What follows belongs to an exercise in optimizing a design on an open flow for small area and a short achievable clock period; a production flow would make more cautious choices.
At most, simulation tests tie the RTL to the original design; equivalence was not proved.
For runs 1 to 4, only the layout was checked, not whether the RTL still works.
No activity file was given, so power comes from the tool's default toggle rates.

File: flow/run.sh
#!/bin/bash
# synth_recipe.tcl (not shown) runs the flow's synth.tcl, then flattens the netlist and writes it again
# the make line also repeats each setting of config.mk as NAME=value (left out here)
make -C /OpenROAD-flow-scripts/flow DESIGN_CONFIG=/design/flow/config.mk WORK_HOME=/design/flow/orfs CLKGATE_MAP_FILE= SYNTH_SCRIPT=/design/flow/synth_recipe.tcl finish
File: flow/config.mk
export PLATFORM = sky130hd
export DESIGN_NAME = rs_alu
export DESIGN_NICKNAME = rs_alu
export VERILOG_FILES = /design/flow/design.v
export SDC_FILE = /design/flow/constraint.sdc
export NUM_CORES = 4
export LEC_CHECK = 0
export CAP_MARGIN = 20
export CORE_MARGIN = 2
export CORE_UTILIZATION = 60
export SETUP_SLACK_MARGIN = 3.8
export SLEW_MARGIN = 20
export TNS_END_PERCENT = 0
File: flow/constraint.sdc
create_clock -name core_clock -period 7.5 [get_ports {clk}]
set_input_delay 1.5000 -clock core_clock [delete_from_list [all_inputs] [get_ports {clk}]]
set_output_delay 1.5000 -clock core_clock [all_outputs]
set_load 0.01 [all_outputs]
File: flow/design.v
`timescale 1ns/1ps
package rs_pkg;
  localparam int N_ENT     = 8;
  localparam int ENT_SEL   = 3;
  localparam int TAG_W     = 6;    
  localparam int DATA_W    = 32;
  localparam int SPECTAG_W = 5;
  localparam int AGE_W     = 6;    
  localparam int DLY_W     = 3;    
  localparam int OP_W      = 4;
  typedef enum logic [OP_W-1:0] {
    ALU_ADD  = 4'd0,
    ALU_SUB  = 4'd1,
    ALU_AND  = 4'd2,
    ALU_OR   = 4'd3,
    ALU_XOR  = 4'd4,
    ALU_SLL  = 4'd5,
    ALU_SRL  = 4'd6,
    ALU_SRA  = 4'd7,
    ALU_SLT  = 4'd8,
    ALU_SLTU = 4'd9
  } alu_op_e;
  typedef struct packed {
    logic [TAG_W-1:0]     src_a;
    logic [TAG_W-1:0]     src_b;
    logic [DATA_W-1:0]    imm;
    logic [TAG_W-1:0]     dest;
    logic                 dest_valid;
    alu_op_e              alu_op;
    logic [SPECTAG_W-1:0] spectag;
    logic [AGE_W-1:0]     age;
    logic [DLY_W-1:0]     delay;     
  } rs_payload_t;
  localparam int PL_W = 2*TAG_W + DATA_W + TAG_W + 1 + OP_W + SPECTAG_W + AGE_W + DLY_W;   
  localparam int OFS_DLY  = 0;
  localparam int OFS_AGE  = OFS_DLY + DLY_W;
  localparam int OFS_STAG = OFS_AGE + AGE_W;
  localparam int OFS_OP   = OFS_STAG + SPECTAG_W;
  localparam int OFS_DV   = OFS_OP + OP_W;
  localparam int OFS_DEST = OFS_DV + 1;
  localparam int OFS_IMM  = OFS_DEST + TAG_W;
  localparam int OFS_SRCB = OFS_IMM + DATA_W;
  localparam int OFS_SRCA = OFS_SRCB + TAG_W;
endpackage
`timescale 1ns/1ps
import rs_pkg::*;
module rs_alloc (
  input  logic             disp_valid,
  input  logic [N_ENT-1:0] busy,
  output logic [N_ENT-1:0] we,            
  output logic             full
);
  always_comb
  begin
    for (int i = 0; i < N_ENT; i++)
    begin
      we[i] = disp_valid && !busy[i];
      for (int k = 0; k < i; k++)
        we[i] = we[i] && busy[k];
    end
  end
  assign full = &busy;
endmodule
`timescale 1ns/1ps
import rs_pkg::*;
module rs_entry (
  input  logic                 clk,
  input  logic                 rst,
  input  logic                 we,
  input  rs_pkg::rs_payload_t  wr_payload,
  input  logic                 wr_rdy_a,
  input  logic                 wr_rdy_b,
  input  logic                 wr_specbit,
  input  logic                 grant,
  output logic                 ready,
  output logic                 busy,
  output rs_pkg::rs_payload_t  payload,
  output logic                 specbit_o,
  input  logic                 wk_valid,
  input  logic [TAG_W-1:0]     wk_tag,
  input  logic                 wk_d0,       
  input  logic [DLY_W-1:0]     wk_load,     
  input  logic                 br_valid,
  input  logic                 br_success,
  input  logic [SPECTAG_W-1:0] br_tag
);
  localparam logic [DLY_W-1:0] WAIT = '1;
  rs_pkg::rs_payload_t pl;
  logic             specbit;
  logic [DLY_W-1:0] cnt [2];
  logic [TAG_W-1:0] src_tag [2];
  logic [TAG_W-1:0] new_tag [2];
  logic [1:0]       new_rdy;
  logic [1:0]       hit;
  logic [1:0]       new_hit;
  logic [1:0]       src_rdy;
  logic             br_match;
  logic             kill;
  logic             disp_br_match;
  logic             disp_kill;
  always_comb
  begin
    src_tag[0] = pl.src_a;
    src_tag[1] = pl.src_b;
    new_tag[0] = wr_payload.src_a;
    new_tag[1] = wr_payload.src_b;
    new_rdy    = {wr_rdy_b, wr_rdy_a};
    for (int s = 0; s < 2; s++)
    begin
      hit[s]     = wk_valid && (wk_tag == src_tag[s]);
      new_hit[s] = wk_valid && (wk_tag == new_tag[s]);
      src_rdy[s] = (cnt[s] == WAIT) ? (hit[s] && wk_d0) : (cnt[s] == '0);
    end
  end
  assign br_match      = br_valid && (br_tag == pl.spectag);
  assign kill          = br_match && !br_success && specbit;
  assign disp_br_match = br_valid && (br_tag == wr_payload.spectag);
  assign disp_kill     = disp_br_match && !br_success && wr_specbit;
  always_ff @(posedge clk)
  begin
    if (!rst)
      busy <= 1'b0;
    else if (we)
      busy <= !disp_kill;
    else if (grant || kill)
      busy <= 1'b0;
  end
  always_ff @(posedge clk)
  begin
    if (we)
    begin
      specbit <= wr_specbit && !disp_br_match;
      for (int s = 0; s < 2; s++)
        cnt[s] <= new_rdy[s] ? '0 : new_hit[s] ? wk_load : WAIT;
    end
    else
    begin
      if (br_match && br_success)
        specbit <= 1'b0;
      for (int s = 0; s < 2; s++)
      begin
        if (cnt[s] == WAIT)
        begin
          if (hit[s])
            cnt[s] <= wk_load;
        end
        else if (cnt[s] != '0)
          cnt[s] <= cnt[s] - 1'b1;
      end
    end
  end
  always_ff @(posedge clk)
  begin
    if (we)
      pl <= wr_payload;
  end
  assign ready     = busy && src_rdy[0] && src_rdy[1];
  assign payload   = pl;
  assign specbit_o = specbit;
endmodule
`timescale 1ns/1ps
import rs_pkg::*;
module rs_issue_select (
  input  logic                  clk,
  input  logic [N_ENT-1:0]      we,
  input  logic [AGE_W-1:0]      wr_age,
  input  logic [N_ENT*AGE_W-1:0] ages,       
  input  logic [N_ENT-1:0]      ready,
  output logic [N_ENT-1:0]      grant,
  output logic                  any
);
  logic             older [N_ENT][N_ENT];
  logic [N_ENT-1:0] le;      
  logic [N_ENT-1:0] lt;      
  always_comb
  begin
    for (int k = 0; k < N_ENT; k++)
    begin
      le[k] = ages[k*AGE_W +: AGE_W] <= wr_age;
      lt[k] = ages[k*AGE_W +: AGE_W] <  wr_age;
    end
  end
  always_ff @(posedge clk)
  begin
    for (int i = 0; i < N_ENT; i++)
      for (int j = i + 1; j < N_ENT; j++)
        if (we[j])
          older[i][j] <= le[i];        
        else if (we[i])
          older[i][j] <= !lt[j];       
  end
  always_comb
  begin
    for (int j = 0; j < N_ENT; j++)
    begin
      grant[j] = ready[j];
      for (int i = 0; i < N_ENT; i++)
        if (i < j)
          grant[j] = grant[j] && !(ready[i] && older[i][j]);
        else if (i > j)
          grant[j] = grant[j] && !(ready[i] && !older[j][i]);
    end
  end
  assign any = |ready;
endmodule
`timescale 1ns/1ps
import rs_pkg::*;
module rs_alu (
  input  logic                 clk,
  input  logic                 rst,
  input  logic                 disp_valid,
  input  logic [TAG_W-1:0]     disp_src_a,
  input  logic [TAG_W-1:0]     disp_src_b,
  input  logic [TAG_W-1:0]     disp_dest,
  input  logic                 disp_rdy_a,
  input  logic                 disp_rdy_b,
  input  logic [DATA_W-1:0]    disp_imm,
  input  logic                 disp_dest_valid,
  input  logic [OP_W-1:0]      disp_alu_op,
  input  logic [SPECTAG_W-1:0] disp_spectag,
  input  logic                 disp_specbit,
  input  logic [AGE_W-1:0]     disp_age,
  input  logic [DLY_W-1:0]     disp_delay,
  input  logic                 br_valid,
  input  logic                 br_success,
  input  logic [SPECTAG_W-1:0] br_tag,
  output logic                 full,
  output logic                 issue_valid,
  output logic [TAG_W-1:0]     issue_src_a,
  output logic [TAG_W-1:0]     issue_src_b,
  output logic [TAG_W-1:0]     issue_dest,
  output logic [DATA_W-1:0]    issue_imm,
  output logic                 issue_dest_valid,
  output logic [OP_W-1:0]      issue_alu_op,
  output logic [SPECTAG_W-1:0] issue_spectag,
  output logic                 issue_specbit
);
  rs_pkg::rs_payload_t       disp_payload;
  logic [N_ENT*PL_W-1:0]     payloads;
  logic [N_ENT-1:0]          we;
  logic [N_ENT-1:0]          ready;
  logic [N_ENT-1:0]          busy;
  logic [N_ENT-1:0]          specbits;
  logic [N_ENT-1:0]          grant;
  logic                      any;
  logic [N_ENT*AGE_W-1:0]    ages;
  logic [TAG_W-1:0]          iss_dest;
  logic                      iss_dv;
  logic [DLY_W-1:0]          iss_dly;
  logic                      wk_valid;
  logic                      wk_d0;
  logic [DLY_W-1:0]          wk_load;
  always_comb
  begin
    disp_payload.src_a      = disp_src_a;
    disp_payload.src_b      = disp_src_b;
    disp_payload.imm        = disp_imm;
    disp_payload.dest       = disp_dest;
    disp_payload.dest_valid = disp_dest_valid;
    disp_payload.alu_op     = rs_pkg::alu_op_e'(disp_alu_op);
    disp_payload.spectag    = disp_spectag;
    disp_payload.age        = disp_age;
    disp_payload.delay      = disp_delay;
  end
  rs_alloc u_alloc (
    .disp_valid (disp_valid),
    .busy       (busy),
    .we         (we),
    .full       (full)
  );
  assign wk_valid = issue_valid && iss_dv;
  assign wk_d0    = (iss_dly == '0);
  assign wk_load  = wk_d0 ? '0 : iss_dly - 1'b1;
  genvar g;
  generate
    for (g = 0; g < N_ENT; g++)
    begin : g_ent
      rs_entry u_ent (
        .clk        (clk),
        .rst        (rst),
        .we         (we[g]),
        .wr_payload (disp_payload),
        .wr_rdy_a   (disp_rdy_a),
        .wr_rdy_b   (disp_rdy_b),
        .wr_specbit (disp_specbit),
        .grant      (grant[g]),
        .ready      (ready[g]),
        .busy       (busy[g]),
        .payload    (payloads[g*PL_W +: PL_W]),
        .specbit_o  (specbits[g]),
        .wk_valid   (wk_valid),
        .wk_tag     (iss_dest),
        .wk_d0      (wk_d0),
        .wk_load    (wk_load),
        .br_valid   (br_valid),
        .br_success (br_success),
        .br_tag     (br_tag)
      );
    end
  endgenerate
  always_comb
  begin
    for (int i = 0; i < N_ENT; i++)
    begin
      ages[i*AGE_W +: AGE_W] = payloads[i*PL_W+OFS_AGE +: AGE_W];
    end
  end
  rs_issue_select u_sel (
    .clk    (clk),
    .we     (we),
    .wr_age (disp_age),
    .ages   (ages),
    .ready  (ready),
    .grant  (grant),
    .any    (any)
  );
  always_ff @(posedge clk)
  begin
    if (!rst)
      issue_valid <= 1'b0;
    else
      issue_valid <= any;
  end
  always_ff @(posedge clk)
  begin
    logic [PL_W-1:0] p;
    logic            sb;
    p  = '0;
    sb = 1'b0;
    for (int i = 0; i < N_ENT; i++)
    begin
      p  = p  | ({PL_W{grant[i]}} & payloads[i*PL_W +: PL_W]);
      sb = sb | (grant[i] & specbits[i]);
    end
    issue_src_a   <= p[OFS_SRCA +: TAG_W];
    issue_src_b   <= p[OFS_SRCB +: TAG_W];
    issue_imm     <= p[OFS_IMM +: DATA_W];
    issue_alu_op  <= p[OFS_OP +: OP_W];
    issue_spectag <= p[OFS_STAG +: SPECTAG_W];
    iss_dest      <= p[OFS_DEST +: TAG_W];
    iss_dv        <= p[OFS_DV];
    iss_dly       <= p[OFS_DLY +: DLY_W];
    issue_specbit <= sb;
  end
  assign issue_dest       = iss_dest;
  assign issue_dest_valid = iss_dv;
endmodule
==> results of run 1 <==
-- flip-flops by register name, indices dropped and copies added (netlist names), 3 cells and up --
register and flops:
iss_dest 6, u_sel.older 28, issue_alu_op 4, iss_dly 3
issue_imm 32, g_ent.u_ent.cnt 48, issue_spectag 5, issue_src_b 6
g_ent.u_ent.pl 552, issue_src_a 6, g_ent.u_ent.busy 8, g_ent.u_ent.specbit 8
-- path summary, 6_finish.rpt --
path / endpoint / cells after the start / slack [ps] / from
worst max register to register: iss_dest[5] / 10 / 3580 / iss_dest[1]
worst min register to register: issue_imm[18] / 2 / 470 / g_ent[4].u_ent.pl[43]
worst min-delay path: issue_imm[18] / 2 / 470 / g_ent[4].u_ent.pl[43]
worst max-delay path: iss_dest[5] / 10 / 3580 / iss_dest[1]
-- final cells by class --
class	count	area [um^2]	share of cell area [%]
clock inverters	39	552	1.48
repair buffers	200	1980	5.32
inverters	68	305	0.820
multi-input cells	1596	10900	29.3
well taps	688	861	2.31
clock buffers	100	2070	5.56
diodes	5	12.5	0.0336
flip-flops and latches	709	20600	55.2
-- layer usage --
metal / vias to the layer above / routed length, um / global-route usage (%)
met5: - / 28 / 0
met4: 4 / 4260 / 16.7
met3: 276 / 9980 / 7.26
met2: 1411 / 45300 / 53.4
met1: 11200 / 37500 / 47.2
li1: 9822 / - / -
-- kinds of logic (layout without fill, tap and decap cells) --
family,after synthesis,after routing,share of synthesized area [%]
and+or+nand+nor,903,906,14.3
other,0,5,0
xor gates and xnor gates,153,153,4.17
buffers and inverters,226,407,3.08
AOI/OAI and AO/OA,400,400,9.52
adders and majority gates,97,97,3.77
muxes,40,40,1.24
DFF,709,709,63.9
-- critical path, stage by stage, from the launching register on --
cell       delay (ps)
dfxtp_1           300
buf_4             260
xnor2_1           520
nand4_1           340
o41ai_4           460
nand2_2           200
o22a_2            270
buf_4             380
and3_1            300
a2111oi_0         400
nand3_1           270
-- layout by cell type (no fill, tap or decap), types with 10 or more instances in the layout --
| cell | n |
|---|---|
| a21oi_1 | 76 |
| dfxtp_1 | 71 |
| o21ai_0 | 55 |
| nand4_1 | 42 |
| a21o_1 | 16 |
| nor2b_1 | 15 |
| and2_1 | 13 |
| nor4_1 | 10 |
| clkbuf_16 | 76 |
| a22oi_1 | 124 |
| bufinv_16 | 10 |
| nand2_1 | 165 |
| a2111oi_0 | 18 |
| nand3_1 | 232 |
| nand2b_1 | 14 |
| ha_1 | 96 |
| xnor2_1 | 109 |
| edfxtp_1 | 636 |
| xor2_1 | 44 |
| mux2i_1 | 40 |
| and3_1 | 186 |
| buf_4 | 38 |
| clkdlybuf4s50_1 | 143 |
| nor3_1 | 16 |
| nand3b_1 | 15 |
| a2111oi_2 | 31 |
| clkinv_2 | 12 |
| inv_1 | 58 |
| nor2_1 | 152 |
| clkbuf_1 | 16 |
| buf_6 | 11 |
-- where the power goes --
part | leakage, nW | switching, mW | total [mW] | internal [mW]
clock network | 1.27 | 1.61 | 3.93 | 2.32
registers | 6.46 | 0.118 | 4.64 | 4.53
logic | 6.18 | 0.713 | 1.10 | 0.392
-- stage by stage --
stage / hold WS (ps) / cells
floorplan: 434 / 2528
global placement: 462 / 3242
detailed placement: 467 / 3242
CTS: 478 / 3387
global route: 493 / 3402
finish: 472 / 3405
-- timing repair --
item / 4_1_cts / 5_1_grt
hold buffers: 0 / 0
setup endpoints to repair: 280 / 312
resized for setup: 49 / 48
setup buffers: 4 / 12
cloned: 2 / 1
pin swaps: 4 / 7
==> notes.md, run 1 <==
Die H=236 um; syn avg cell area=12.7 um^2; Post-DP Area=34100 um^2; Finished Cell Area=37300 um^2; synthesis-to-finish area growth=15.8%; FMAX=0.255 GHz; cells after synthesis=2528; ys flop type=edfxtp_1; Core Util, Final=70.6%; critical path startpoint category=flop; die area=55500 um^2; Final Wtd Congestion=1.04; Initial DRC Count=2795; Post-DRT Antenna Nets=0; PD cells=260 nW/um^2; fin crit period=3920 ps; maximum resistive drop on vdd=0.000223 V; register area share after synthesis=63.9%; fill count=3674; layout net count=2829; yosys warns=8; Top Ports=145; Synth area leaders=edfxtp_1, dfxtp_1, ha_1; status=timing/DRC/antenna clean; RSZ-0062 raised after global routing=yes; actual slew at the worst max-slew pin=1150 ps; CP Max Fanout=60; cell row count=84; largest area contributor in the netlist=edfxtp_1; Mapped Area=32200 um^2; gr ovfl total=0; Clock Tree Buf Depth=3; Final Skew=20.0 ps; TritonCTS clock tree=built; worst skew pair latency=640 ps; Synth top area share=59.4%; Slew headroom=23.3%; vias in the first global route=22600; CP Class=flop to flop; CTS clk-pin slew, worst paths=60 ps; Cell variety after synth=64; WL/cell=28.5 um; Final Max Slew Viols=0; Final Hold Viols=0; Horiz. Die Dim=236 um; Post-synth EDFFs=636; max_cap viols=0; ys async rst share=0%; syn nets=2707; dpl ws=2620 ps; largest net degree at the start of global routing=64; post-layout total power=9.67 mW; clock sinks=709; synthesized flop and latch total=709; Root Buffer=clkbuf_16; Final period util=52.3%; final worst slack=3580 ps; Commonest cells post-synth=edfxtp_1, nand3_1, and3_1, nand2_1, nor2_1; layout cells sized above 1=9.81%; via count=22700; drt total wl=97000 um; core area=52800 um^2; Starting Density=61.0%; HP Class=flop to flop; setup TNS=0 ps; H-tree levels=3; critical path capture point type=flop; dpl hpwl=57700 um; initial antenna violation count=7; Final setup viols=0; Critical Path RT=7930 ps; 1st-pass router iterations=5; cts bufs inserted=75; DRC=0; IO Port Bufs=144; Via density=6.67; gr usage total=34.6%; count leader, synth=edfxtp_1; worst path arrival time=4350 ps; first-pass GRT wire length=143000 um; Leak=13.9 nW
==> inputs of run 2 (changes only) <==
--- a/flow/config.mk
+++ b/flow/config.mk
@@ -10,3 +10,3 @@
 export CORE_UTILIZATION = 60
-export SETUP_SLACK_MARGIN = 3.8
+export SETUP_SLACK_MARGIN = 4.2
 export SLEW_MARGIN = 20
==> run 2 against run 1 <==
Compared with the run above:
- still clean
- core utilization grew 2.0 points
- first-iteration DRC count shrank 2.3%
- worst setup slack gained 420 ps
==> notes.md, run 2 <==
status=timing/DRC/antenna clean; Post-synth EDFFs=636 (unchanged); Initial DRC Count=2731 (-2.3%); critical path startpoint category=flop; CP Cell Sequence=buf_8, xnor2_4, nand4_1, o41a_1, or3_1, o2111a_2, buf_12, and3_1, a2111oi_2, nand3_1; Placed Cells=3240 (-0.062%); ys async rst share=0% (unchanged); yosys warns=8 (unchanged); Synth area leaders=edfxtp_1, dfxtp_1, ha_1; reg2reg path depth=10 (unchanged); Clock Tree Buf Depth=3 (unchanged); H-tree levels=3 (unchanged); count leader, synth=edfxtp_1; post-layout total power=9.64 mW (-0.36%); Final Hold Viols=0 (unchanged); core area=52800 um^2 (unchanged); syn nets=2707 (unchanged); cell row count=84 (unchanged); ys flop type=edfxtp_1; min-delay src=g_ent[6].u_ent.pl[47]; gr ovfl total=0 (unchanged); setup TNS=0 ps (unchanged); RR Endpoint=iss_dest[5]; cells after synthesis=2528 (unchanged); die area=55500 um^2 (unchanged); layout net count=2881 (+1.8%); largest net degree at the start of global routing=71 (+11%); cts bufs inserted=74 (-1.3%); largest register by flop count=g_ent.u_ent.pl; maximum resistive drop on vdd=0.000229 V (+3.0%); Mapped Area=32200 um^2 (unchanged); CP peak stage delay=630 ps (+110 ps); gr usage total=35.3% (+0.67 points); Post-DRT Antenna Nets=0 (unchanged); Final Max Slew Viols=0 (unchanged); Cell variety after synth=64 (unchanged); Critical Path RT=7930 ps (about the same); max reg flops=552 (unchanged); worst path arrival time=3930 ps (-420 ps); actual slew at the worst max-slew pin=1170 ps (+23.1 ps); PD cells=252 nW/um^2 (-3.2%); R2R Path Start=iss_dest[4]; via count=23000 (+1.2%); WL/cell=29.4 um (+3.2%); IO Port Bufs=144 (unchanged); Min-Delay Path Depth=2 (unchanged); Final Wtd Congestion=0.949 (-8.7%); fin crit period=3500 ps (-423 ps); register area share after synthesis=63.9% (unchanged); dpl hpwl=55900 um (-3.1%); TritonCTS clock tree=built; Commonest cells post-synth=edfxtp_1, nand3_1, and3_1, nand2_1, nor2_1; crit path max-delay cell type=o41a_1; 1st-pass router iterations=6 (+1); Leak=14.4 nW (+3.4%); Min-Delay Endpoint=issue_imm[22]; hold_ws=474 ps (+1.73 ps); syn avg cell area=12.7 um^2 (unchanged); HP Class=flop to flop; CTS clk-pin slew, worst paths=60 ps (about the same); Root Buffer=clkbuf_16; initial antenna violation count=8 (+1); most frequent cells in the layout=edfxtp_1, nand3_1, and3_1; Final setup viols=0 (unchanged); Top Ports=145 (unchanged); first-pass GRT wire length=145000 um (+1.3%); synthesized flop and latch total=709 (unchanged); CP Max Fanout=30 (-50%); Layout Cells excl Fill=3453 (+1.4%); worst skew pair latency=630 ps (about the same); drt total wl=101000 um (+4.6%); Slew headroom=21.7% (-1.5 points); commonest non-fill, non-tap cell in the layout=edfxtp_1; Horiz. Die Dim=236 um (unchanged); Final period util=46.7% (-5.6 points); Synth top area share=59.4% (unchanged); max_cap viols=0 (unchanged); Core Util, Final=72.6% (+2.0 points); Via density=6.66 (-0.21%); CP Class=flop to flop; layout cells sized above 1=13.0% (+3.2 points); RSZ-0062 raised after global routing=yes; Starting Density=61.0% (unchanged); Final Skew=21.9 ps (+1.85 ps); FMAX=0.286 GHz (+12%); Top Registers=g_ent.u_ent.pl: 552 flops, g_ent.u_ent.cnt: 48 flops, issue_imm: 32 flops; clock sinks=709 (unchanged); synthesis-to-finish area growth=19.1%; Die H=236 um (unchanged); DRC=0 (unchanged); vias in the first global route=22900 (+0.99%); Hold Buf Count CTS=0 (unchanged); critical path capture point type=flop; largest area contributor in the netlist=edfxtp_1; setup slack, reg-to-reg=4000 ps (+420 ps)
run 2: cell counts after synthesis:
No cell type changed its count.
run 2: area by class of cell:
cell class                 count  area (um^2)
antenna                        3         7.51
clock buffer                 105         2130
clock inverter                31          362
fill                        3585        14400
inverter                      68          368
multi-input combinational   1598        11300
sequential                   709        20600
tap                          688          861
timing repair buffer         250         2700
timing repair inverter         1         8.76
run 2: routing by layer:
metal	vias to the layer above	GRT usage, %	wire length [um]	part of all wire [%]
li1	9933	-	-	-
met1	11300	46.7	38000	37
met2	1438	56.0	47200	47
met3	294	8.97	11700	12
met4	12	14.6	4490	4.4
met5	-	0	82	0.081
run 2: how the worst max path moves through the flow:
stage | startpoint | endpoint | slack (ps) | depth (start not counted)
CTS | iss_dest[2] | iss_dest[5] | 4030 | 11
global route | iss_dest[4] | issue_spectag[1] | 3950 | 10
floorplan | disp_valid | g_ent[1].u_ent.cnt[0][1] | 3290 | 6
global placement | disp_valid | g_ent[7].u_ent.busy | 2580 | 9
detailed placement | disp_valid | g_ent[7].u_ent.busy | 2500 | 9
finish | iss_dest[4] | iss_dest[5] | 4000 | 10
run 2: report_power, final:
group          switching [mW]  total, mW  internal (mW)
Combinational           0.767       1.23          0.459
Sequential              0.117       4.64           4.52
Clock                    1.54       3.77           2.23
run 2: cells by family (layout without fill, tap and decap cells):
| family | after synthesis | after routing | share of synthesized area [%] |
|---|---|---|---|
| adders and majority gates | 97 | 97 | 3.77 |
| DFF | 709 | 709 | 63.9 |
| xor gates and xnor gates | 153 | 153 | 4.17 |
| AOI/OAI and AO/OA | 400 | 400 | 9.52 |
| and+or+nand+nor | 903 | 908 | 14.3 |
| other | 0 | 3 | 0 |
| muxes | 40 | 40 | 1.24 |
| buffers and inverters | 226 | 455 | 3.08 |
run 2: worst max-delay path, delay by kind of cell, from the launching register on:
kind                   cells  cell delay (ps)
buffers and inverters      2              490
AO/OA/AOI/OAI              3             1210
AND/OR/NAND/NOR            4             1070
flip-flops                 1              340
XOR/XNOR                   1              170
run 2: metrics by stage:
stage | setup slack [ps] | cell area (um^2)
floorplan | 3290 | 32200
CTS | 4030 | 37600
global placement | 2580 | 34100
detailed placement | 2500 | 34100
finish | 4000 | 38300
global route | 3950 | 38300
run 2: what timing repair did:
item / CTS / global route
gates resized for setup: 159 / 82
gates cloned: 8 / 8
setup endpoints to repair: 563 / 403
buffers inserted: 33 / 25
pin swaps: 14 / 24
==> inputs of run 3 (changes only) <==
==> flow/flow/run.sh (new file) <==
#!/bin/bash
# Standard layout, with plain buffers on the ports and sizing not tied to cell footprints.
set -euo pipefail
bash standard.sh BUFFER_PORTS_ARGS="-buffer_cell sky130_fd_sc_hd__buf_2" MATCH_CELL_FOOTPRINT=0 finish > flow_make.log 2>&1
==> flow/standard.sh (new file) <==
#!/bin/bash
# synth_recipe.tcl (not shown) runs the flow's synth.tcl, then flattens the netlist and writes it again
# the make line also repeats each setting of config.mk as NAME=value (left out here)
make -C /OpenROAD-flow-scripts/flow DESIGN_CONFIG=/design/flow/config.mk WORK_HOME=/design/flow/orfs CLKGATE_MAP_FILE= SYNTH_SCRIPT=/design/flow/synth_recipe.tcl "${@:-finish}"
--- a/flow/config.mk
+++ b/flow/config.mk
@@ -10,3 +10,3 @@
 export CORE_UTILIZATION = 60
-export SETUP_SLACK_MARGIN = 4.2
+export SETUP_SLACK_MARGIN = 5.0
 export SLEW_MARGIN = 20
removed: flow/run.sh
==> run 3 against run 2 <==
Compared with the run above:
- global-route usage increased by 3.2 points
- largest cell class unchanged
- hold slack got worse by 5.7 ps
- still clean
- combinational power about the same
- synthesized cell count unchanged
- core utilization decreased by 0.14 points
- highest routed layer unchanged
- final area decreased by 0.20%
- final cell count increased by 1.3%
==> notes.md, run 3 <==
drt total wl=109000 um (+6.9%); initial antenna violation count=24 (+16); Clock Tree Buf Depth=3 (unchanged); cell row count=84 (unchanged); layout net count=2919 (+1.3%); largest register by flop count=g_ent.u_ent.pl; Root Buffer=clkbuf_16; Comb pwr share=13.0% (+0.3 points); critical path capture point type=flop; HP Class=flop to flop; CP Max Fanout=63 (+110%); internal power=7.11 mW (-1.4%); Cell variety after synth=64 (unchanged); via count=23800 (+3.6%); Mapped Area=32200 um^2 (unchanged); Final Wtd Congestion=1.03 (+8.5%); syn nets=2707 (unchanged); Slew headroom=32.3% (+11 points); register area share after synthesis=63.9% (unchanged); Leak=14.8 nW (+2.9%); setup TNS=0 ps (unchanged); cts bufs inserted=74 (unchanged); Seq pwr share=48.3% (about the same); Layout Cells excl Fill=3499 (+1.3%); sw frac=26.0% (+0.81 points); Top Ports=145 (unchanged); DRC=0 (unchanged); gr ovfl total=0 (unchanged); core area=52800 um^2 (unchanged); IO Port Bufs=144 (unchanged); Horiz. Die Dim=236 um (unchanged); H-tree levels=3 (unchanged); WL/cell=31.0 um (+5.5%); Post-synth EDFFs=636 (unchanged); final worst slack=4190 ps (+192 ps); first-pass GRT wire length=155000 um (+7.0%); ys flop type=edfxtp_1; largest area contributor in the netlist=edfxtp_1; Net Sw Power=2.50 mW (+2.9%); actual slew at the worst max-slew pin=1020 ps (-154 ps); Core Util, Final=72.5% (-0.14 points); CP Class=flop to flop; yosys warns=8 (unchanged); TritonCTS clock tree=built; Initial DRC Count=3060 (+12%); Final period util=44.1% (-2.6 points); Die H=236 um (unchanged); Starting Density=61.0% (unchanged); largest net degree at the start of global routing=67 (-5.6%); fin crit period=3310 ps (-192 ps); synthesis-to-finish area growth=18.9%; cells after synthesis=2528 (unchanged); PD cells=251 nW/um^2 (about the same); gr usage total=38.4% (+3.2 points); fill count=3544 (-1.1%); die area=55500 um^2 (unchanged); critical path startpoint category=flop; layout cells sized above 1=20.6% (+7.6 points); most frequent cells in the layout=edfxtp_1, nand3_1, and3_1; Final Max Slew Viols=0 (unchanged); Final setup viols=0 (unchanged); Final Hold Viols=0 (unchanged); status=timing/DRC/antenna clean; syn avg cell area=12.7 um^2 (unchanged); commonest non-fill, non-tap cell in the layout=edfxtp_1; Reg area=20600 um^2 (about the same); 1st-pass router iterations=6 (unchanged); RSZ-0062 raised after global routing=yes; synthesized flop and latch total=709 (unchanged); dpl hpwl=57300 um (+2.4%); clock sinks=709 (unchanged); FMAX=0.302 GHz (+5.8%); CTS clk-pin slew, worst paths=70 ps (about the same); count leader, synth=edfxtp_1; Critical Path RT=7940 ps (about the same); Multi-input gate area=11700 um^2 (+3.3%); worst path arrival time=3750 ps (-180 ps); Synth top area share=59.4% (unchanged); worst skew pair latency=630 ps (about the same); hold_ws=469 ps (-5.72 ps); Top Registers=g_ent.u_ent.pl: 552 flops, g_ent.u_ent.cnt: 48 flops, issue_imm: 32 flops; Synth area leaders=edfxtp_1, dfxtp_1, ha_1; max_cap viols=0 (unchanged); Commonest cells post-synth=edfxtp_1, nand3_1, and3_1, nand2_1, nor2_1; dpl ws=2600 ps (+103 ps); Hold Buf Count CTS=0 (unchanged); ys async rst share=0% (unchanged); max reg flops=552 (unchanged); Post-DRT Antenna Nets=0 (unchanged); maximum resistive drop on vdd=0.000293 V (+28%); Placed Cells=3238 (-0.062%); Via density=6.81 (+2.2%); vias in the first global route=23100 (+1.2%); Final Skew=20.3 ps (-1.54 ps); Clock power frac=38.6% (-0.5 points)
-- run 3: kinds of logic (layout without fill, tap and decap cells) --
family	count (synthesis)	count (layout)	share of synthesized area, %
simple gates	903	908	14.3
flops	709	709	63.9
compound gates	400	400	9.52
buf+inv	226	493	3.08
xor+xnor	153	153	4.17
fa+ha+maj	97	97	3.77
mux	40	40	1.24
other cells	0	11	0
-- run 3: metal layers --
metal / wire (um) / part of all wire, % / global-route usage [%] / vias up
li1: - / - / - / 10000
met1: 39600 / 36 / 50.1 / 11700
met2: 49000 / 45 / 58.2 / 1691
met3: 13600 / 13 / 11.8 / 417
met4: 6190 / 5.7 / 20.5 / 28
met5: 171 / 0.16 / 0 / -
-- run 3: what timing repair did --
item	CTS	global route
buffers inserted	80	11
pin swaps	61	49
endpoints found under the setup margin	823	811
gates resized for setup	239	67
cloned	19	4
-- run 3: final timing paths --
kind | startpoint | to | slack (ps) | cells past startpoint
worst min-delay path | g_ent[4].u_ent.pl[48] | issue_imm[23] | 470 | 2
worst max-delay path | iss_dest[3] | iss_dly[1] | 4190 | 10
worst max register to register | iss_dest[3] | iss_dly[1] | 4190 | 10
worst min register to register | g_ent[4].u_ent.pl[48] | issue_imm[23] | 470 | 2
-- run 3: power groups by stage --
stage | clock network [mW] | logic, mW | registers (mW)
CTS | 3.73 | 1.19 | 4.64
global route | 3.87 | 1.33 | 4.66
global placement | 0 | 0.967 | 4.71
floorplan | 0 | 0.679 | 4.69
finish | 3.71 | 1.25 | 4.65
detailed placement | 0 | 1.01 | 4.72
-- run 3: layout make-up --
cell class | count | area share, %
Clock buffer | 104 | 5.51
Timing Repair inverter | 2 | 0.0458
Sequential cell | 709 | 53.8
Multi-Input combinational cell | 1598 | 30.5
Inverter | 68 | 0.896
Timing Repair Buffer | 287 | 5.97
Antenna cell | 11 | 0.0720
Clock inverter | 32 | 0.916
Tap cell | 688 | 2.25
-- run 3: metrics by stage --
step | area [um^2] | power, mW
after floorplan | 32200 | 5.37
after global placement | 33400 | 5.68
after detailed placement | 33400 | 5.73
after CTS | 37700 | 9.55
after global routing | 38200 | 9.86
final | 38200 | 9.61
-- run 3: worst max-delay path: stages (launching register included) --
cell and delay [ps]:
dfxtp_4 390, buf_4 170, xnor2_1 210, nand2_1 210
o41a_1 510, or3_1 390, o2111a_2 170, buf_12 180
and3_1 260, a2111oi_4 290, nand3_2 220
==> inputs of run 4 (changes only) <==
--- a/flow/config.mk
+++ b/flow/config.mk
@@ -10,3 +10,3 @@
 export CORE_UTILIZATION = 60
-export SETUP_SLACK_MARGIN = 5.0
+export SETUP_SLACK_MARGIN = 4.5
 export SLEW_MARGIN = 20
==> run 4 against run 3 <==
Compared with the run above:
- fmax fell by 0.87%
- critical path type unchanged
- synthesized cell count did not move
- worst setup slack got worse by 29 ps
- core utilization fell by 0.59 points
- clock skew rose by 2.9 ps
- synthesized area did not move
- still clean on timing, DRC and antenna
==> notes.md, run 4 <==
Final setup viols=0 (unchanged); Commonest cells post-synth=edfxtp_1, nand3_1, and3_1, nand2_1, nor2_1; drt total wl=106000 um (-2.3%); synthesis-to-finish area growth=17.9%; Top Ports=145 (unchanged); worst path arrival time=3790 ps (+40 ps); most frequent cells in the layout=edfxtp_1, nand3_1, and3_1; ys async rst share=0% (unchanged); post-layout total power=9.59 mW (-0.20%); IO Port Bufs=144 (unchanged); Mapped Area=32200 um^2 (unchanged); Root Buffer=clkbuf_16; Layout Cells excl Fill=3500 (+0.029%); WL/cell=30.3 um (-2.3%); max_cap viols=0 (unchanged); setup TNS=0 ps (unchanged); H-tree levels=3 (unchanged); fill count=3575 (+0.87%); CTS clk-pin slew, worst paths=60 ps (about the same); dpl ws=2600 ps (unchanged); largest net degree at the start of global routing=67 (unchanged); Clock Tree Buf Depth=3 (unchanged); syn nets=2707 (unchanged); Horiz. Die Dim=236 um (unchanged); Post-DRT Antenna Nets=0 (unchanged); Post-synth EDFFs=636 (unchanged); maximum resistive drop on vdd=0.000292 V (-0.42%); Die H=236 um (unchanged); Final Hold Viols=0 (unchanged); first-pass GRT wire length=153000 um (-1.8%); dpl hpwl=57300 um (unchanged); Synth top area share=59.4% (unchanged); vias in the first global route=23000 (-0.76%); largest area contributor in the netlist=edfxtp_1; clock sinks=709 (unchanged); fin crit period=3340 ps (+29.0 ps); Core Util, Final=71.9% (-0.59 points); yosys warns=8 (unchanged); DRC=0 (unchanged); RSZ-0062 raised after global routing=yes; worst skew pair latency=630 ps (about the same); HP Class=flop to flop; core area=52800 um^2 (unchanged); cells after synthesis=2528 (unchanged); cell row count=84 (unchanged); initial antenna violation count=13 (-46%); cts bufs inserted=74 (unchanged); Via density=6.76 (-0.80%); max reg flops=552 (unchanged); CP Max Fanout=60 (-4.8%); synthesized flop and latch total=709 (unchanged); syn avg cell area=12.7 um^2 (unchanged); ys flop type=edfxtp_1; TritonCTS clock tree=built; critical path startpoint category=flop; Slew headroom=27.5% (-4.8 points); gr usage total=37.6% (-0.82 points); layout net count=2916 (-0.10%); via count=23600 (-0.77%); gr ovfl total=0 (unchanged); Final Skew=23.2 ps (+2.90 ps); Placed Cells=3238 (unchanged); Cell variety after synth=64 (unchanged); Initial DRC Count=2937 (-4.0%); register area share after synthesis=63.9% (unchanged); die area=55500 um^2 (unchanged); CP Class=flop to flop; Post-DP Area=33400 um^2 (unchanged); 1st-pass router iterations=5 (-1); count leader, synth=edfxtp_1; Top Registers=g_ent.u_ent.pl: 552 flops, g_ent.u_ent.cnt: 48 flops, issue_imm: 32 flops; largest register by flop count=g_ent.u_ent.pl; actual slew at the worst max-slew pin=1090 ps (+71.9 ps); commonest non-fill, non-tap cell in the layout=edfxtp_1; PD cells=253 nW/um^2 (+0.62%); Final Max Slew Viols=0 (unchanged); final worst slack=4160 ps (-29.0 ps); Synth area leaders=edfxtp_1, dfxtp_1, ha_1; Finished Cell Area=37900 um^2 (-0.81%); FMAX=0.300 GHz (-0.87%); Final Wtd Congestion=1.03 (unchanged); layout cells sized above 1=19.8% (-0.80 points); critical path capture point type=flop; hold_ws=470 ps (+1.81 ps); status=timing/DRC/antenna clean; Final period util=44.5% (+0.39 points); Leak=14.7 nW (-0.70%); Starting Density=61.0% (unchanged); Critical Path RT=7950 ps (about the same)
## run 4: cell counts after synthesis
Identical to the previous run, type by type.
## run 4: worst max-delay path, cell delays in order, from the launching register on
cell and delay, ps:
dfxtp_4 460, buf_4 150, xnor2_1 100, nand4_1 290, o41ai_4 400, buf_4 210, nand2_2 110, o22a_2 240
buf_6 260, and3_1 310, a2111oi_4 350, nand3_2 200
## run 4: layer usage
metal | global-route usage [%] | vias to the layer above | part of all wire, %
met2 | 57.2 | 1620 | 45
met4 | 19.1 | 14 | 5.3
li1 | - | 10000 | -
met3 | 11.6 | 375 | 13
met5 | 0 | - | 0.095
met1 | 49.1 | 11600 | 37
## run 4: report_power, final
part           total (mW)  switching, mW  internal, mW  leakage [nW]
logic                1.24          0.807         0.438          7.04
registers            4.64          0.121          4.52          6.46
clock network        3.70           1.55          2.15          1.20
## run 4: logic make-up (layout without fill, tap and decap cells)
family	count (synthesis)	count (layout)	synth area share [%]
adder cells (fa/ha/maj)	97	97	3.77
other	0	15	0
buffers and inverters	226	490	3.08
AND/OR/NAND/NOR	903	908	14.3
multiplexers	40	40	1.24
AO/OA/AOI/OAI	400	400	9.52
XOR/XNOR	153	153	4.17
flip-flops	709	709	63.9
## run 4: repair_timing
item | CTS | global route
pin swaps | 29 | 28
setup endpoints to repair | 501 | 396
hold buffers | 0 | 0
cloned | 14 | 3
resized for setup | 173 | 92
setup buffers | 60 | 34
## run 4: area by class of cell
class,count,area (um^2),area share (%)
inverter,68,343,0.904
multi-input combinational,1598,11500,30.4
antenna,15,37.5,0.0989
timing repair inverter,2,17.5,0.0462
clock buffer,104,2110,5.55
sequential,709,20600,54.3
clock inverter,32,350,0.923
tap,688,861,2.27
timing repair buffer,284,2100,5.54
## run 4: worst paths after layout
path	from	endpoint	slack [ps]	cells past startpoint
min	g_ent[6].u_ent.pl[49]	issue_imm[24]	470	2
max reg2reg	iss_dest[1]	iss_dly[0]	4160	11
max	iss_dest[1]	iss_dly[0]	4160	11
min reg2reg	g_ent[6].u_ent.pl[49]	issue_imm[24]	470	2
==> inputs of run 5 (changes only) <==
--- a/flow/design.v
+++ b/flow/design.v
@@ -165,2 +165,3 @@
   input  logic [N_ENT-1:0]      we,
+  input  logic [N_ENT-1:0]      busy,
   input  logic [AGE_W-1:0]      wr_age,
@@ -172,4 +173,6 @@
   logic             older [N_ENT][N_ENT];
-  logic [N_ENT-1:0] le;      
-  logic [N_ENT-1:0] lt;      
+  logic [N_ENT-1:0] below;   
+  logic [AGE_W:0]   cmp_a, cmp_b;
+  logic             cmp_eq;
+  logic [N_ENT-1:0] c;       
   always_comb
@@ -178,4 +181,14 @@
     begin
-      le[k] = ages[k*AGE_W +: AGE_W] <= wr_age;
-      lt[k] = ages[k*AGE_W +: AGE_W] <  wr_age;
+      below[k] = 1'b1;
+      for (int m = 0; m <= k; m++)
+        below[k] = below[k] && busy[m];
+      cmp_a  = {ages[k*AGE_W +: AGE_W], 1'b0};
+      cmp_b  = {wr_age, below[k]};
+      c[k]   = 1'b0;
+      cmp_eq = 1'b1;
+      for (int n = AGE_W; n >= 0; n--)
+      begin
+        c[k]   = c[k] || (cmp_eq && !cmp_a[n] && cmp_b[n]);
+        cmp_eq = cmp_eq && (cmp_a[n] == cmp_b[n]);
+      end
     end
@@ -187,5 +200,5 @@
         if (we[j])
-          older[i][j] <= le[i];        
+          older[i][j] <= c[i];         
         else if (we[i])
-          older[i][j] <= !lt[j];       
+          older[i][j] <= !c[j];        
   end
@@ -310,2 +323,3 @@
     .we     (we),
+    .busy   (busy),
     .wr_age (disp_age),
--- a/flow/config.mk
+++ b/flow/config.mk
@@ -10,3 +10,6 @@
 export CORE_UTILIZATION = 60
-export SETUP_SLACK_MARGIN = 4.5
+export CTS_BUF_LIST = sky130_fd_sc_hd__clkbuf_8
+export CTS_CLUSTER_DIAMETER = 60
+export CTS_CLUSTER_SIZE = 14
+export SETUP_SLACK_MARGIN = 5.0
 export SLEW_MARGIN = 20
==> run 5 against run 4 <==
Compared with the run above:
- worst setup slack worse by 17 ps
- critical endpoint is now g_ent[4].u_ent.cnt[0][0]
- highest routed layer unchanged
- via count is 19% lower
- fmax decreased by 0.51%
- register-to-register slack better by 60 ps
- still clean on timing, DRC and antenna
==> notes.md, run 5 <==
status=timing/DRC/antenna clean; min-delay src=g_ent[3].u_ent.pl[14]; fin crit period=3350 ps (+17.2 ps); largest area contributor in the netlist=edfxtp_1; Post-Synth Simple-Gate Area=8.49% (-5.8 points); maximum resistive drop on vdd=0.000215 V (-26%); Placed Cells=2796 (-14%); setup slack, reg-to-reg=4220 ps (+60 ps); synthesized flop and latch total=709 (unchanged); Crit path max-delay family=simple AND/OR/NAND/NOR gates; die area=51100 um^2 (-7.8%); Min-Delay Path Depth=2 (unchanged); most frequent cells in the layout=edfxtp_1, nand2_1, buf_2; Synth area leaders=edfxtp_1, dfxtp_1, a22oi_1; most frequent CP cell=a21oi_1; Final setup viols=0 (unchanged); Commonest cells post-synth=edfxtp_1, nand2_1, a22oi_1, nand4_1, xnor2_1; max reg flops=552 (unchanged); register area share after synthesis=69.4% (+5.5 points); Cell variety after synth=81 (+27%); FMAX=0.298 GHz (-0.51%); TritonCTS clock tree=built; CP Launch Point=disp_src_a[2]; largest net degree at the start of global routing=66 (-1.5%); Final period util=44.7% (+0.23 points); gr ovfl total=0 (unchanged); Starting Density=60.6% (-0.35 points); Horiz. Die Dim=226 um (-4.0%); layout net count=2401 (-18%); Post-DRT Antenna Nets=0 (unchanged); clock sinks=709 (unchanged); CTS clk-pin slew, worst paths=100 ps (+40 ps); vias in the first global route=18200 (-21%); largest register by flop count=g_ent.u_ent.pl; adder-cell area share of the yosys netlist=3.34% (-0.43 points); Hold Buf Count CTS=0 (unchanged); layout cells sized above 1=17.8% (-2.0 points); via count=19300 (-19%); initial antenna violation count=8 (-5); syn avg cell area=14.3 um^2 (+12%); ys async rst share=0% (unchanged); Clock Tree Buf Depth=3 (unchanged); setup TNS=0 ps (unchanged); largest family of logic cells by synthesized area=compound AO/OA/AOI/OAI gates; Layout Cells excl Fill=2979 (-15%); IO Port Bufs=144 (unchanged); ys flop type=edfxtp_1; Compound-Gate Fraction of Synth Area=9.92% (+0.39 points); Critical Path RT=7940 ps (about the same); synthesis-to-finish area growth=11.8%; count leader, synth=edfxtp_1; Min-Delay Endpoint=issue_alu_op[0]; worst skew pair latency=740 ps (+110 ps); cts bufs inserted=59 (-20%); dpl hpwl=49600 um (-13%); commonest non-fill, non-tap cell in the layout=edfxtp_1; syn nets=2213 (-18%); Initial DRC Count=2571 (-12%); Die H=226 um (-4.0%); critical path startpoint category=input port; 1st-pass router iterations=6 (+1); HP Class=flop to flop; core area=48800 um^2 (-7.4%); CP Max Fanout=9 (-85%); multiplexer area fraction after synthesis=1.08% (-0.16 points); CP Cell Sequence=buf_2, xnor2_1, nand4_1, nor4_1, a21oi_1, nor2_1, a21oi_1; Slew headroom=14.7% (-13 points); RR Endpoint=iss_dly[0]; drt total wl=85000 um (-20%); WL/cell=28.5 um (-5.8%); worst path arrival time=3790 ps (about the same); Post-synth EDFFs=636 (unchanged); Mapped Area=29600 um^2 (-7.9%); Final Skew=56.7 ps (+33.5 ps); WP buf/inv=1 (-2); actual slew at the worst max-slew pin=1270 ps (+184 ps); H-tree levels=2 (-1); Top Ports=145 (unchanged); Synth top area share=64.5% (+5.1 points); CP Class=input port to flop; CP peak stage delay=890 ps (+430 ps); yosys warns=8 (unchanged); reg2reg path depth=10 (-1); Leak=11.6 nW (-21%); crit path max-delay cell type=nor4_1; Final Hold Viols=0 (unchanged); Via density=6.47 (-4.3%); cell row count=81 (-3.6%); Root Buffer=clkbuf_8; PD cells=228 nW/um^2 (-9.8%); DRC=0 (unchanged); critical path capture point type=flop; Top Registers=g_ent.u_ent.pl: 552 flops, g_ent.u_ent.cnt: 48 flops, issue_imm: 32 flops; Final Max Slew Viols=0 (unchanged); gr usage total=32.6% (-5.1 points); post-synthesis xor/xnor area fraction=4.61% (+0.44 points); R2R Path Start=iss_dly[0]; first-pass GRT wire length=120000 um (-21%); cells after synthesis=2073 (-18%); max_cap viols=0 (unchanged); RSZ-0062 raised after global routing=yes; Final Wtd Congestion=0.946 (-8.2%)
==> run 5: cell count changes in the layout (fill, tap and decap cells not counted), moves of 45 or more <==
cell / before / now
nor2_1: 152 / 55
nand3_1: 229 / 17
a222oi_1: 0 / 62
nand4_1: 42 / 90
clkbuf_8: 10 / 59
clkbuf_16: 81 / 3
inv_1: 58 / 103
and3_1: 186 / 6
==> run 5: final cells by class <==
class	instances	area [um^2]
flip-flops and latches	709	20600
fillers	3537	15800
multi-input cells	1179	8540
repair buffers	231	1680
well taps	664	831
clock buffers	59	812
inverters	78	344
clock inverters	51	273
repair inverters	3	17.5
diodes	5	12.5
==> run 5: report_power, final <==
part	leakage, nW	internal, mW	switching (mW)
registers	6.47	4.52	0.103
clock network	0.691	0.788	1.30
logic	4.43	0.317	0.525
total	11.6	5.62	1.92
==> run 5: worst max-delay path by stage <==
stage / endpoint / slack (ps) / cells after the start
floorplan: u_sel.older[11] / 3990 / 6
global placement: issue_imm[17] / 2960 / 9
detailed placement: issue_imm[12] / 2860 / 9
CTS: full / 4120 / 5
global route: issue_imm[21] / 4140 / 11
finish: g_ent[4].u_ent.cnt[0][0] / 4150 / 7
==> run 5: metrics by stage <==
step | utilization [%] | area (um^2) | hold WS [ps] | power, mW | setup WS (ps)
CTS | 66.5 | 32500 | 450 | 7.55 | 4120
floorplan | - | 29700 | 435 | 5.23 | 3990
detailed placement | 63.1 | 30800 | 443 | 5.51 | 2860
global placement | 63.1 | 30800 | 439 | 5.46 | 2960
finish | 67.7 | 33100 | 451 | 7.55 | 4150
global route | 67.7 | 33100 | 482 | 7.82 | 4140
==> run 5: routing by layer <==
metal | global-route usage, % | wire, um | part of all wire (%) | vias to the layer above
li1 | - | - | - | 8391
met1 | 45.2 | 33700 | 40 | 9630
met2 | 52.0 | 40100 | 47 | 1029
met3 | 5.74 | 7780 | 9.2 | 206
met4 | 12.2 | 3420 | 4.0 | 8
met5 | 0 | 51 | 0.060 | -
==> run 5: logic make-up after synthesis <==
logic type | Yosys count
AO/OA/AOI/OAI | 398
buffers and inverters | 190
AND/OR/NAND/NOR | 505
multiplexers | 32
XOR/XNOR | 155
adder cells (fa/ha/maj) | 84
flip-flops | 709
==> run 5: worst min-delay path: stages, from the launching register on <==
cell,delay (ps)
edfxtp_1,320
nand2_1,50
nand4_1,70
==> run 5: repair_timing <==
| action | CTS | global route |
|---|---|---|
| gates cloned | 5 | 6 |
| setup endpoints to repair | 777 | 762 |
| buffers inserted | 22 | 35 |
| endpoints found under the hold margin | 0 | 0 |
| resized for setup | 90 | 53 |
| pin swaps | 12 | 21 |
==> inputs of run 6 (changes only) <==
--- a/flow/config.mk
+++ b/flow/config.mk
@@ -9,3 +9,3 @@
 export CORE_MARGIN = 2
-export CORE_UTILIZATION = 60
+export CORE_UTILIZATION = 65
 export CTS_BUF_LIST = sky130_fd_sc_hd__clkbuf_8
@@ -13,2 +13,3 @@
 export CTS_CLUSTER_SIZE = 14
+export PLACE_DENSITY = 0.75
 export SETUP_SLACK_MARGIN = 5.0
==> run 6 against run 5 <==
Compared with the run above:
- sequential cell count did not move
- synthesized cell count did not move
- fmax fell by 0.36%
- core utilization rose by 5.5 points
- total power rose by 0.71%
- sequential power barely moved
==> notes.md, run 6 <==
actual slew at the worst max-slew pin=1120 ps (-147 ps); Root Buffer=clkbuf_8; worst skew pair latency=740 ps (about the same); adder-cell area share of the yosys netlist=3.34% (unchanged); Commonest cells post-synth=edfxtp_1, nand2_1, a22oi_1, nand4_1, xnor2_1; vias in the first global route=18900 (+3.9%); gr usage total=34.2% (+1.6 points); largest family of logic cells by synthesized area=compound AO/OA/AOI/OAI gates; most frequent cells in the layout=edfxtp_1, nand2_1, buf_2; count leader, synth=edfxtp_1; CTS clk-pin slew, worst paths=90 ps (about the same); multiplexer area fraction after synthesis=1.08% (unchanged); Hold Buf Count CTS=0 (unchanged); max reg flops=552 (unchanged); synthesized flop and latch total=709 (unchanged); Final setup viols=0 (unchanged); Top Registers=g_ent.u_ent.pl: 552 flops, g_ent.u_ent.cnt: 48 flops, issue_imm: 32 flops; first-pass GRT wire length=118000 um (-1.7%); via count=19600 (+1.8%); Mapped Area=29600 um^2 (unchanged); PD cells=230 nW/um^2 (+0.73%); ys flop type=edfxtp_1; largest register by flop count=g_ent.u_ent.pl; crit path max-delay cell type=o41a_1; Synth top area share=64.5% (unchanged); Final Wtd Congestion=0.979 (+3.5%); syn avg cell area=14.3 um^2 (unchanged); maximum resistive drop on vdd=0.000216 V (+0.81%); CP Max Fanout=17 (+8); status=timing/DRC/antenna clean; max_cap viols=0 (unchanged); fill count=2913 (-18%); die area=47300 um^2 (-7.6%); Core Util, Final=73.2% (+5.5 points); Post-DP Area=30800 um^2 (-0.22%); H-tree levels=2 (unchanged); Initial DRC Count=2849 (+11%); Crit path max-delay family=simple AND/OR/NAND/NOR gates; cell row count=78 (-3.7%); synthesis-to-finish area growth=11.7% (about the same); drt total wl=82800 um (-2.6%); setup TNS=0 ps (unchanged); TritonCTS clock tree=built; register area share after synthesis=69.4% (unchanged); RSZ-0062 raised after global routing=yes; fin crit period=3370 ps (+12.0 ps); Post-Synth Simple-Gate Area=8.49% (unchanged); hold_ws=463 ps (+12.3 ps); layout cells sized above 1=18.1% (+0.34 points); Cell variety after synth=81 (unchanged); 1st-pass router iterations=7 (+1); Final Max Slew Viols=0 (unchanged); Critical Path RT=8170 ps (+230 ps); Die H=217 um (-3.9%); cts bufs inserted=59 (unchanged); Post-synth EDFFs=636 (unchanged); Final period util=44.9% (+0.16 points); core area=45200 um^2 (-7.5%); Compound-Gate Fraction of Synth Area=9.92% (unchanged); Horiz. Die Dim=217 um (-3.9%); Clock Tree Buf Depth=3 (unchanged); clock sinks=709 (unchanged); Starting Density=65.5% (+4.9 points); Leak=11.7 nW (+0.79%); largest net degree at the start of global routing=53 (-20%); Top Ports=145 (unchanged); Synth area leaders=edfxtp_1, dfxtp_1, a22oi_1; Final Skew=39.3 ps (-17.4 ps); DRC=0 (unchanged); CP Cell Sequence=buf_12, xnor2_1, nand4_1, o41a_1, or2_1, nor4_2, nor4b_4, buf_4, buf_4, buf_6, a22oi_1, nand4_1; CP Class=flop to flop; Finished Cell Area=33100 um^2 (about the same); critical path startpoint category=flop; Final Hold Viols=0 (unchanged); syn nets=2213 (unchanged); Via density=6.72 (+4.0%); post-layout total power=7.60 mW (+0.71%); dpl hpwl=47900 um (-3.5%); CP peak stage delay=540 ps (-350 ps); critical path capture point type=flop; post-synthesis xor/xnor area fraction=4.61% (unchanged); commonest non-fill, non-tap cell in the layout=edfxtp_1; gr ovfl total=0 (unchanged); initial antenna violation count=11 (+3); Post-DRT Antenna Nets=0 (unchanged); worst path arrival time=4040 ps (+250 ps); FMAX=0.297 GHz (-0.36%); HP Class=flop to flop; WL/cell=28.4 um (-0.60%); WP buf/inv=4 (+3); IO Port Bufs=144 (unchanged); layout net count=2406 (+0.21%); largest area contributor in the netlist=edfxtp_1; yosys warns=8 (unchanged); cells after synthesis=2073 (unchanged); ys async rst share=0% (unchanged); Slew headroom=24.9% (+10 points)
[run 6: cell count changes in the layout (fill, tap and decap cells not counted), sizes merged, moves of 2 or more]
cell and delta:
and4 +4, buf +3, diode -3, clkinvlp -2, inv +2
[run 6: power breakdown]
part / internal, mW / total [mW] / leakage, nW / switching (mW)
sequential: 4.52 / 4.62 / 6.46 / 0.102
clock: 0.825 / 2.12 / 0.710 / 1.30
combinational: 0.329 / 0.857 / 4.50 / 0.528
total: 5.67 / 7.60 / 11.7 / 1.93
[run 6: worst paths after layout]
kind	end	slack (ps)	start	cells past startpoint
max	issue_imm[9]	4130	iss_dest[3]	12
min reg2reg	issue_imm[29]	460	g_ent[3].u_ent.pl[54]	2
max reg2reg	issue_imm[9]	4130	iss_dest[3]	12
min	issue_imm[29]	460	g_ent[3].u_ent.pl[54]	2
[run 6: per-layer routing]
metal  track usage, %  share of wire (%)  up-vias
met1             44.7                 37     9632
met4             18.6                5.5       16
met3             6.64                 11      308
li1                 -                  -     8397
met2             54.5                 47     1267
met5                0               0.13        -
[run 6: stage by stage]
step                cells  worst slack [ps]
CTS                  2866              4090
global placement     2737              3260
global route         2916              4120
floorplan            2073              3990
finish               2918              4130
detailed placement   2737              3210
[run 6: what timing repair did]
| action | in CTS | in global routing |
|---|---|---|
| endpoints found under the hold margin | 0 | 0 |
| endpoints found under the setup margin | 757 | 750 |
| gates cloned | 7 | 6 |
| pin swaps | 10 | 24 |
| resized for setup | 73 | 72 |
| buffers inserted | 11 | 43 |
[run 6: cell type report]
cell class	count	area [um^2]	share of cell area (%)
sequential	709	20600	62.2
multi-input combinational	1183	8630	26.1
timing repair buffer	234	1660	5.01
clock buffer	59	812	2.45
tap	600	751	2.27
inverter	78	332	1.00
clock inverter	52	307	0.927
timing repair inverter	1	5.00	0.0151
antenna	2	5.00	0.0151
[run 6: tightest hold or removal path: cells and delay by family (launching register included)]
family / cells / cell delay [ps]
and+or+nand+nor: 2 / 110
DFF: 1 / 330
[run 6: kinds of logic after synthesis]
kind of cell | count (synthesis)
DFF | 709
buffers and inverters | 190
and+or+nand+nor | 505
adders and majority gates | 84
xor gates and xnor gates | 155
AOI/OAI and AO/OA | 398
muxes | 32
==> inputs of run 7 (changes only) <==
--- a/flow/config.mk
+++ b/flow/config.mk
@@ -9,7 +9,6 @@
 export CORE_MARGIN = 2
-export CORE_UTILIZATION = 65
-export CTS_BUF_LIST = sky130_fd_sc_hd__clkbuf_8
-export CTS_CLUSTER_DIAMETER = 60
-export CTS_CLUSTER_SIZE = 14
-export PLACE_DENSITY = 0.75
+export CORE_UTILIZATION = 60
+export CTS_BUF_LIST = sky130_fd_sc_hd__clkbuf_16
+export CTS_CLUSTER_DIAMETER = 100
+export CTS_CLUSTER_SIZE = 25
 export SETUP_SLACK_MARGIN = 5.0
==> run 7 against run 6 <==
Compared with the run above:
- sequential share of layout area decreased by 0.91 points
- sequential power about the same
- clock power decreased by 2%
- count of clock-buffer cells in the layout decreased by 25
- non-clock buffer count increased by 27
- critical path depth decreased by 2
- die area increased by 8.2%
- fmax increased by 3.6%
- critical endpoint is now issue_src_b[3]
==> notes.md, run 7 <==
Placed Cells=2796 (+2.2%); Die H=226 um (+4.0%); Hold Buf Count CTS=0 (unchanged); setup TNS=0 ps (unchanged); post-layout total power=7.56 mW (-0.48%); yosys warns=8 (unchanged); max_cap viols=0 (unchanged); CP Max Fanout=15 (-2); gr ovfl total=0 (unchanged); die area=51100 um^2 (+8.2%); vias in the first global route=18300 (-3.3%); Post-synth EDFFs=636 (unchanged); Starting Density=60.6% (-4.9 points); max reg flops=552 (unchanged); Via density=6.54 (-2.7%); Post-DRT Antenna Nets=0 (unchanged); Mapped Area=29600 um^2 (unchanged); ys async rst share=0% (unchanged); PD cells=225 nW/um^2 (-2.0%); initial antenna violation count=11 (unchanged); Critical Path RT=7960 ps (-210 ps); actual slew at the worst max-slew pin=1210 ps (+82.8 ps); Synth area leaders=edfxtp_1, dfxtp_1, a22oi_1; Top Registers=g_ent.u_ent.pl: 552 flops, g_ent.u_ent.cnt: 48 flops, issue_imm: 32 flops; Top Ports=145 (unchanged); via count=19400 (-1.2%); Layout Cells excl Fill=2964 (+1.6%); count leader, synth=edfxtp_1; fin crit period=3250 ps (-115 ps); synthesis-to-finish area growth=13.5%; ys flop type=edfxtp_1; Final Max Slew Viols=0 (unchanged); Final period util=43.3% (-1.5 points); Slew headroom=19.5% (-5.4 points); Cell variety after synth=81 (unchanged); syn nets=2213 (unchanged); Final Wtd Congestion=0.946 (-3.4%); Final Skew=17.1 ps (-22.3 ps); gr usage total=33.7% (-0.42 points); WL/cell=29.7 um (+4.8%); cell row count=81 (+3.8%); layout net count=2409 (+0.12%); clock sinks=709 (unchanged); Synth top area share=64.5% (unchanged); IO Port Bufs=144 (unchanged); FMAX=0.308 GHz (+3.6%); critical path startpoint category=flop; commonest non-fill, non-tap cell in the layout=edfxtp_1; layout cells sized above 1=19.3% (+1.2 points); Horiz. Die Dim=226 um (+4.0%); Commonest cells post-synth=edfxtp_1, nand2_1, a22oi_1, nand4_1, xnor2_1; TritonCTS clock tree=built; register area share after synthesis=69.4% (unchanged); drt total wl=88200 um (+6.5%); synthesized flop and latch total=709 (unchanged); RSZ-0062 raised after global routing=yes; 1st-pass router iterations=8 (+1); cells after synthesis=2073 (unchanged); largest area contributor in the netlist=edfxtp_1; status=timing/DRC/antenna clean; maximum resistive drop on vdd=0.000307 V (+42%); most frequent cells in the layout=edfxtp_1, nand2_1, buf_2; dpl hpwl=49600 um (+3.6%); Leak=11.7 nW (+0.51%); worst skew pair latency=600 ps (-140 ps); largest net degree at the start of global routing=66 (+25%); cts bufs inserted=34 (-42%); H-tree levels=2 (unchanged); Initial DRC Count=2546 (-11%); Final setup viols=0 (unchanged); CP Class=flop to flop; core area=48800 um^2 (+8.1%); Root Buffer=clkbuf_16; first-pass GRT wire length=123000 um (+4.6%); syn avg cell area=14.3 um^2 (unchanged); Finished Cell Area=33600 um^2 (+1.5%); largest register by flop count=g_ent.u_ent.pl; Clock Tree Buf Depth=3 (unchanged); Post-DP Area=30800 um^2 (+0.22%); CTS clk-pin slew, worst paths=90 ps (about the same); worst path arrival time=3710 ps (-330 ps); DRC=0 (unchanged); critical path capture point type=flop; HP Class=flop to flop; Final Hold Viols=0 (unchanged)
==> run 7: layout make-up <==
cell class / instances / area (um^2)
repair inverters: 4 / 25.0
well taps: 664 / 831
clock buffers: 34 / 851
fillers: 3458 / 15300
inverters: 78 / 343
diodes: 7 / 17.5
multi-input cells: 1181 / 8770
flip-flops and latches: 709 / 20600
repair buffers: 261 / 2020
clock inverters: 26 / 139
==> run 7: cell families (layout without fill, tap and decap cells) <==
group	count (synthesis)	in the layout	share of synthesized area, %
AO/OA/AOI/OAI	398	398	9.92
XOR/XNOR	155	155	4.61
adder cells (fa/ha/maj)	84	84	3.34
buffers and inverters	190	403	3.12
flip-flops	709	709	69.4
multiplexers	32	32	1.08
other	0	7	0
AND/OR/NAND/NOR	505	512	8.49
==> run 7: path summary, 6_finish.rpt <==
kind,from,endpoint,slack [ps],cells after the start
setup / recovery,iss_dest[4],issue_src_b[3],4250,10
hold / removal,g_ent[3].u_ent.pl[27],issue_imm[2],450,2
setup reg to reg,iss_dest[4],issue_src_b[3],4250,10
hold reg to reg,g_ent[3].u_ent.pl[27],issue_imm[2],450,2
==> run 7: routing by layer <==
layer | vias up | global-route usage, % | wire length [um]
li1 | 8387 | - | -
met1 | 9712 | 46.6 | 34200
met2 | 1061 | 53.9 | 41700
met3 | 215 | 6.52 | 8300
met4 | 10 | 12.2 | 3840
met5 | - | 0 | 60
==> run 7: critical path, stage by stage, from the launching register on <==
cell	delay, ps
dfxtp_2	350
buf_12	160
xnor2_1	190
nand4_1	280
o41a_1	460
nor2_4	360
nand2_4	200
and4_4	290
buf_4	160
a222oi_1	480
nand4_1	160
==> run 7: per-stage QoR <==
step                worst slack, ps  utilization, %  hold slack, ps
floorplan                      3990               -             435
global route                   4230            68.7             483
finish                         4250            68.8             454
global placement               2960            63.1             439
detailed placement             2860            63.1             443
CTS                            4280            67.5             461
==> run 7: where the power goes <==
part	switching [mW]	total (mW)	internal (mW)
clock network	1.22	2.07	0.851
logic	0.541	0.872	0.331
registers	0.104	4.62	4.52
total	1.86	7.56	5.70
==> run 7: timing repair <==
action | in CTS | in global routing
setup buffers | 55 | 23
setup endpoints to repair | 788 | 765
gates cloned | 14 | 9
pin swaps | 29 | 40
gates resized for setup | 144 | 61

separate check: timing with driven ports:
How much do the figures lean on ideal ports? The routed layouts below were timed once more, with nothing changed but the port constraints. Step 1, drivers: a clkbuf_16 drives clk and a buf_2 each remaining input, both assumed. Step 2 moves the port delays by t, midway between the first and last clock arrival at a register: inputs arrive t later, outputs are due t later. That takes back most of the time a late clock gives input paths. Slacks: no drivers / after step 1 / after step 2; pairs: no drivers / after step 1.
run | shift t [ns] | setup WS [ns] | worst slew at a driven data input, ns | cell pins on the clock port's net
run 1 | 0.689 | 3.577 / 3.577 / 3.049 | 0.15 | 1
run 2 | 0.678 | 4.000 / 3.977 / 3.353 | 0.11 | 1
run 3 | 0.682 | 4.192 / 4.192 / 3.643 | 0.16 | 1
run 4 | 0.685 | 4.163 / 4.163 / 3.614 | 0.15 | 1
run 5 | 0.769 | 4.146 / 4.138 / 3.412 | 0.10 | 1
run 6 | 0.780 | 4.134 / 4.118 / 3.440 | 0.10 | 1
run 7 | 0.649 | 4.249 / 4.249 / 3.678 | 0.10 | 1
After both steps setup and hold are still met in every run listed. The setup slack of run 5, which loses most, moves by -0.008 ns with the drivers and by -0.734 ns with both steps.
